What follows belongs to an exercise in optimizing a design on an open flow for small area; a production flow would make more cautious choices.
In this exercise RTL edits were held to simulation tests only and were not proved equivalent to the original.
The clock port is modelled as an ideal driver; clocking choices that lean on that would not hold on a real chip.

==> flow/design.v (excerpt) <==
module twiddle_mul_stage4 (
    input  logic               clk,
    input  logic               rst,
    input  logic               in_valid,
    input  logic               in_start,
    input  logic signed [15:0] in_r,
    input  logic signed [15:0] in_i,
    output logic [1:0]         rom_4_counter,
    input  logic signed [8:0]  w_r,
    input  logic signed [8:0]  w_i,
    output logic               out_valid,
    output logic               out_last,
    output logic signed [15:0] out_r,
    output logic signed [15:0] out_i
);
    logic [4:0] cnt_q;
    wire  [4:0] cnt_eff = (in_valid && in_start) ? 5'd0 : cnt_q;
    assign rom_4_counter = cnt_eff[2] ? cnt_eff[1:0] : 2'd0;
    always_ff @(posedge clk) begin
        if (rst)
            cnt_q <= 5'd0;
        else if (in_valid)
            cnt_q <= cnt_eff + 5'd1;
    end
    logic v1_q, v2_q, l1_q, l2_q, out_valid_q, out_last_q;
    always_ff @(posedge clk) begin
  ...
Settings: LEC_CHECK=0, CAP_MARGIN=0, CORE_MARGIN=2, CORE_UTILIZATION=40, CTS_BUF_LIST=sky130_fd_sc_hd__clkbuf_8, SLEW_MARGIN=0, SYNTH_HIERARCHICAL=1; clock period 7.0 ns.
standard.sh (not shown) runs the stock make flow with config.mk's settings and CLKGATE_MAP_FILE= SYNTH_SCRIPT=/design/flow/synth_recipe.tcl, a recipe that flattens the netlist after the stock synthesis.
==> flow/flow/run.sh <==
#!/bin/bash
# Standard synthesis, then every cell swapped to the smallest drive strength
# of its family (flow/downsize.tcl), then the standard layout steps, whose
# timing repair sizes cells back up where the clock period needs it. After
# CTS, flow/post_cts.tcl shrinks cells that have slack to spare.
set -euo pipefail
R=orfs/results/$FLOW_PLATFORM/twiddle_mul_stage4/base
export FLOW_FLOW_DIR=$PWD/flow
bash standard.sh synth > synth.log 2>&1
cp $R/1_synth.odb 1_synth_standard.odb
LIB=$(ls $FLOW_HOME/platforms/$FLOW_PLATFORM/lib/sky130_fd_sc_hd__tt_025C_1v80.lib) \
PLATFORM_DIR=$FLOW_HOME/platforms/$FLOW_PLATFORM \
IN_ODB=1_synth_standard.odb IN_SDC=$R/1_synth.sdc OUT_ODB=$R/1_synth.odb REMOVE_BUFS=1 \
  openroad -exit -no_init flow/downsize.tcl > downsize.log 2>&1
touch $R/1_synth.sdc
rm -f 1_synth_standard.odb
bash standard.sh POST_CTS_TCL=$PWD/flow/post_cts.tcl "BUFFER_PORTS_ARGS=-buffer_cell sky130_fd_sc_hd__buf_1" finish > layout.log 2>&1
Other scripts of this flow, unchanged in this note and not shown: flow/flow/downsize.tcl, flow/flow/post_cts.tcl, flow/flow/shrink.tcl
The first run ran to the end with no violations.
Next try:
--- a/flow/flow/run.sh
+++ b/flow/flow/run.sh
@@ -17 +17 @@
-bash standard.sh POST_CTS_TCL=$PWD/flow/post_cts.tcl "BUFFER_PORTS_ARGS=-buffer_cell sky130_fd_sc_hd__buf_1" finish > layout.log 2>&1
+bash standard.sh POST_CTS_TCL=$PWD/flow/post_cts.tcl "BUFFER_PORTS_ARGS=-buffer_cell sky130_fd_sc_hd__buf_1" "CTS_ARGS=-sink_clustering_enable -repair_clock_nets -dont_use_dummy_load -sink_clustering_size 30 -sink_clustering_max_diameter 200 -buf_list sky130_fd_sc_hd__clkbuf_8" finish > layout.log 2>&1
CORE_UTILIZATION = 60   (was 40)
PLACE_DENSITY = 0.75   (was default)
=> Global-route usage increases by 11 points; final cell count decreases by a little under a tenth; sequential cell count does not change; clock skew stays flat; wire length increases slightly; sequential share of layout area increases by 0.20 points; non-clock buffer count decreases by 4.
Next try:
CORE_UTILIZATION = 40   (was 60)
PLACE_DENSITY = default   (was 0.75)
The new run ran to the end with no violations.
Flip-flop and latch count does not change.
Register-to-register slack gets better by 0.20 ns.
Setup slack gains 0.20 ns.
Fmax rises by a few percent.
Routed wire length is lower slightly.
Next try:
--- a/flow/flow/run.sh
+++ b/flow/flow/run.sh
@@ -17 +17 @@
-bash standard.sh POST_CTS_TCL=$PWD/flow/post_cts.tcl "BUFFER_PORTS_ARGS=-buffer_cell sky130_fd_sc_hd__buf_1" "CTS_ARGS=-sink_clustering_enable -repair_clock_nets -dont_use_dummy_load -sink_clustering_size 30 -sink_clustering_max_diameter 200 -buf_list sky130_fd_sc_hd__clkbuf_8" finish > layout.log 2>&1
+bash standard.sh POST_CTS_TCL=$PWD/flow/post_cts.tcl finish > layout.log 2>&1
=> Die area stays the same. Via count goes up by 0.71%. Sequential cell count is unchanged. Clock skew decreases by 0.0033 ns. Routed wire length climbs by 1.2%. First-iteration DRC count falls by 0.30%. Worst setup slack improved by 0.016 ns. Non-clock buffer count falls by 1.

* * *

twiddle_mul_stage4, a different RTL version from the one above (not shown whole).
Size: about 1,500 cells after synthesis, about 90 I/O pins.
export LEC_CHECK = 0
export CAP_MARGIN = 0
export CORE_MARGIN = 2
export CORE_UTILIZATION = 40
export CTS_BUF_LIST = sky130_fd_sc_hd__clkbuf_4
export SLEW_MARGIN = 0
export SYNTH_HIERARCHICAL = 1
create_clock -name core_clock -period 7.0 [get_ports {clk}]
==> flow/flow/run.sh <==
#!/bin/bash
# Standard synthesis, then every cell swapped to the smallest drive strength
# of its family (flow/downsize.tcl), then the standard layout steps, whose
# timing repair sizes cells back up where the clock period needs it. After
# CTS, flow/post_cts.tcl shrinks cells that have slack to spare.
set -euo pipefail
R=orfs/results/$FLOW_PLATFORM/twiddle_mul_stage4/base
export FLOW_FLOW_DIR=$PWD/flow
bash standard.sh synth > synth.log 2>&1
cp $R/1_synth.odb 1_synth_standard.odb
LIB=$(ls $FLOW_HOME/platforms/$FLOW_PLATFORM/lib/sky130_fd_sc_hd__tt_025C_1v80.lib) \
PLATFORM_DIR=$FLOW_HOME/platforms/$FLOW_PLATFORM \
IN_ODB=1_synth_standard.odb IN_SDC=$R/1_synth.sdc OUT_ODB=$R/1_synth.odb REMOVE_BUFS=1 \
  openroad -exit -no_init flow/downsize.tcl > downsize.log 2>&1
touch $R/1_synth.sdc
rm -f 1_synth_standard.odb
bash standard.sh POST_CTS_TCL=$PWD/flow/post_cts.tcl "BUFFER_PORTS_ARGS=-buffer_cell sky130_fd_sc_hd__buf_1" "CTS_ARGS=-sink_clustering_enable -repair_clock_nets -dont_use_dummy_load -sink_clustering_size 30 -sink_clustering_max_diameter 200 -buf_list sky130_fd_sc_hd__clkbuf_4" finish > layout.log 2>&1
==> flow/flow/post_cts.tcl <==
# Hooked in after CTS (POST_CTS_TCL). The tree is built from clkbuf_4;
# buffers whose flip-flops see too slow a clock edge are sized up, then
# cells with slack to spare are sized down, and placement is legalised.
source $::env(FLOW_FLOW_DIR)/clkfix.tcl
source $::env(FLOW_FLOW_DIR)/shrink.tcl
set_propagated_clock [all_clocks]
estimate_parasitics -placement
fix_clock_slew 0.115
shrink_cells 0.05
detailed_placement
estimate_parasitics -placement
report_worst_slack -max
==> flow/flow/shrink.tcl <==
# Greedy area recovery: try each cell at the smallest drive strength of its
# family that keeps setup slack >= margin and adds no slew/cap violation.
proc shrink_cells {margin} {
  set db [ord::get_db]
  set block [ord::get_db_block]
  array set fam {}
  foreach lib [$db getLibs] {
    foreach m [$lib getMasters] {
      set n [$m getName]
      if {![regexp {^(sky130_fd_sc_hd__[a-z0-9]+)_([0-9]+)$} $n -> base sz]} continue
      if {[string match *lpflow* $n] || [string match *probe* $n]} continue
      if {[get_lib_cells -quiet */$n] eq ""} continue
      lappend fam($base) [list [expr {double([$m getWidth]) * [$m getHeight]}] $n]
    }
  }
  foreach b [array names fam] { set fam($b) [lsort -real -index 0 $fam($b)] }
  set cands {}
  foreach inst [$block getInsts] {
    set n [[$inst getMaster] getName]
    if {![regexp {^(sky130_fd_sc_hd__[a-z0-9]+)_([0-9]+)$} $n -> base sz]} continue
    if {[string match *clkbuf* $n] || [string match *clkinv* $n] || [string match *dlygate* $n] || [string match *clkdlybuf* $n]} continue
    if {![info exists fam($base)]} continue
    set m [$inst getMaster]
    set a [expr {double([$m getWidth]) * [$m getHeight]}]
    if {$a <= [lindex $fam($base) 0 0]} continue
    lappend cands [list $a [$inst getName] $base $n]
  }
  set cands [lsort -real -decreasing -index 0 $cands]
  set ws0 [sta::worst_slack_cmd max]
  set thr [expr {min($ws0, $margin * 1e-9)}]
  set vs0 [sta::max_slew_violation_count]
  set vc0 [sta::max_capacitance_violation_count]
  set saved 0.0
  set nsw 0
  foreach c $cands {
    lassign $c a iname base orig
    set inst [get_cells $iname]
    foreach alt $fam($base) {
      lassign $alt aa an
      if {$aa >= $a} break
      replace_cell $inst [get_lib_cells */$an]
      estimate_parasitics -placement
      if {[sta::worst_slack_cmd max] >= $thr && [sta::max_slew_violation_count] <= $vs0 && [sta::max_capacitance_violation_count] <= $vc0} {
        set saved [expr {$saved + $a - $aa}]
        incr nsw
        break
      }
      replace_cell $inst [get_lib_cells */$orig]
      estimate_parasitics -placement
    }
  }
  puts "shrink: resized $nsw cells, saved [format %.1f [expr {$saved / 1e6}]] um2"
}
Other scripts of this flow, unchanged in this note and not shown: flow/flow/clkfix.tcl, flow/flow/downsize.tcl
Edit:
--- a/flow/flow/run.sh
+++ b/flow/flow/run.sh
@@ -16,2 +16,2 @@
 rm -f 1_synth_standard.odb
-bash standard.sh POST_CTS_TCL=$PWD/flow/post_cts.tcl "BUFFER_PORTS_ARGS=-buffer_cell sky130_fd_sc_hd__buf_1" "CTS_ARGS=-sink_clustering_enable -repair_clock_nets -dont_use_dummy_load -sink_clustering_size 30 -sink_clustering_max_diameter 200 -buf_list sky130_fd_sc_hd__clkbuf_4" finish > layout.log 2>&1
+bash standard.sh POST_CTS_TCL=$PWD/flow/post_cts.tcl POST_GLOBAL_ROUTE_TCL=$PWD/flow/post_grt.tcl "BUFFER_PORTS_ARGS=-buffer_cell sky130_fd_sc_hd__buf_1" "CTS_ARGS=-sink_clustering_enable -repair_clock_nets -dont_use_dummy_load -sink_clustering_size 30 -sink_clustering_max_diameter 200 -buf_list sky130_fd_sc_hd__clkbuf_4" finish > layout.log 2>&1
==> flow/flow/post_grt.tcl (new file) <==
# Hooked in after global routing and its timing repair (POST_GLOBAL_ROUTE_TCL):
# size down the cells that still have slack to spare with global-route
# parasitics, legalise, reroute the touched nets and rewrite the guides.
source $::env(FLOW_FLOW_DIR)/shrink.tcl
global_route -start_incremental
estimate_parasitics -global_routing
shrink_cells 0.10 -global_routing
detailed_placement
global_route -end_incremental
estimate_parasitics -global_routing
report_worst_slack -max
write_guides $::env(RESULTS_DIR)/route.guide
--- a/flow/flow/shrink.tcl
+++ b/flow/flow/shrink.tcl
@@ -2,3 +2,3 @@
 # family that keeps setup slack >= margin and adds no slew/cap violation.
-proc shrink_cells {margin} {
+proc shrink_cells {margin {para -placement}} {
   set db [ord::get_db]
@@ -41,3 +41,3 @@
       replace_cell $inst [get_lib_cells */$an]
-      estimate_parasitics -placement
+      estimate_parasitics $para
       if {[sta::worst_slack_cmd max] >= $thr && [sta::max_slew_violation_count] <= $vs0 && [sta::max_capacitance_violation_count] <= $vc0} {
@@ -48,3 +48,3 @@
       replace_cell $inst [get_lib_cells */$orig]
-      estimate_parasitics -placement
+      estimate_parasitics $para
     }
Effect: The new run produced a clean layout; utilization hardly moves; global-route usage stays the same; via count fell slightly; routed wire length is about the same; first-iteration DRC count fell by a few percent.
Edit:
--- a/flow/flow/post_cts.tcl
+++ b/flow/flow/post_cts.tcl
@@ -8,3 +8,3 @@
 fix_clock_slew 0.115
-shrink_cells 0.05
+shrink_cells 0.0
 detailed_placement
--- a/flow/flow/post_grt.tcl
+++ b/flow/flow/post_grt.tcl
@@ -6,3 +6,3 @@
 estimate_parasitics -global_routing
-shrink_cells 0.10 -global_routing
+shrink_cells -0.3 -global_routing
 detailed_placement
GPL_TIMING_DRIVEN = 0   (was default)
SETUP_SLACK_MARGIN = -0.1   (was default)
Worst setup slack degrades by 0.33 ns.
Synthesized cell count does not change.
Via count climbs by 2.2%.
Non-clock buffer count falls by 8.
Global-route usage grows by 1.3 points.
Register-to-register slack degrades by 0.33 ns.
Worst hold slack barely changes.
Cell area stays flat.
Wire length grows by 7.7%.
First-iteration DRC count decreases by 21%.
Edit:
GPL_TIMING_DRIVEN = default   (was 0)
SETUP_SLACK_MARGIN = -0.2   (was -0.1)
Clock-buffer cell count is unchanged.
Hold slack loses 0.0040 ns.
Routed wire length shrinks by 8.7%.
Clock skew shrinks by 0.0033 ns.
Final area shrinks by 0.49%.
Area after synthesis is unchanged.
Core utilization shrinks by 0.22 points.
Maximum frequency grows by 1.5%.

-- re-timing with driven ports --
In the flow no input, the clock included, has a driving cell. The finished layouts below were timed again as built, in two steps.
Step 1 (the two cells are an assumption about what drives the block):
set clk [get_ports {clk}]
set_driving_cell -lib_cell sky130_fd_sc_hd__clkbuf_16 $clk
set_driving_cell -lib_cell sky130_fd_sc_hd__buf_2 [delete_from_list [all_inputs] $clk]
Step 2 times the ports against the registers' clock, not the clock port: input delays grow and output delays shrink by t, the midpoint of the rising clock arrivals with the driver on.
Three values: ideal, step 1, step 2; two values: the first two.
run | t (ns) | setup WS [ns] | hold slack, ns | latest minus earliest clock arrival (ns) | worst data-port slew with drivers (ns)
the first run of note 1 | 0.571 | 0.384 / 0.384 / 0.384 | 0.331 / 0.331 / 0.331 | 0.021 / 0.020 | 0.04
the second run of note 1 | 0.499 | 0.164 / 0.164 / 0.164 | 0.330 / 0.330 / 0.330 | 0.023 / 0.023 | 0.11
the third run of note 1 | 0.562 | 0.366 / 0.366 / 0.366 | 0.329 / 0.329 / 0.329 | 0.029 / 0.029 | 0.04
the fourth run of note 1 | 0.554 | 0.382 / 0.382 / 0.382 | 0.331 / 0.331 / 0.331 | 0.028 / 0.028 | 0.04
the first run of note 2 | 0.690 | 0.467 / 0.467 / 0.467 | 0.333 / 0.333 / 0.333 | 0.036 / 0.036 | 0.05
the second run of note 2 | 0.690 | 0.463 / 0.463 / 0.463 | 0.333 / 0.333 / 0.333 | 0.036 / 0.036 | 0.05
the third run of note 2 | 0.695 | 0.138 / 0.138 / 0.138 | 0.333 / 0.333 / 0.333 | 0.037 / 0.036 | 0.05
the fourth run of note 2 | 0.649 | 0.236 / 0.236 / 0.236 | 0.329 / 0.329 / 0.329 | 0.034 / 0.034 | 0.04
After both steps setup and hold are still met in every run listed.
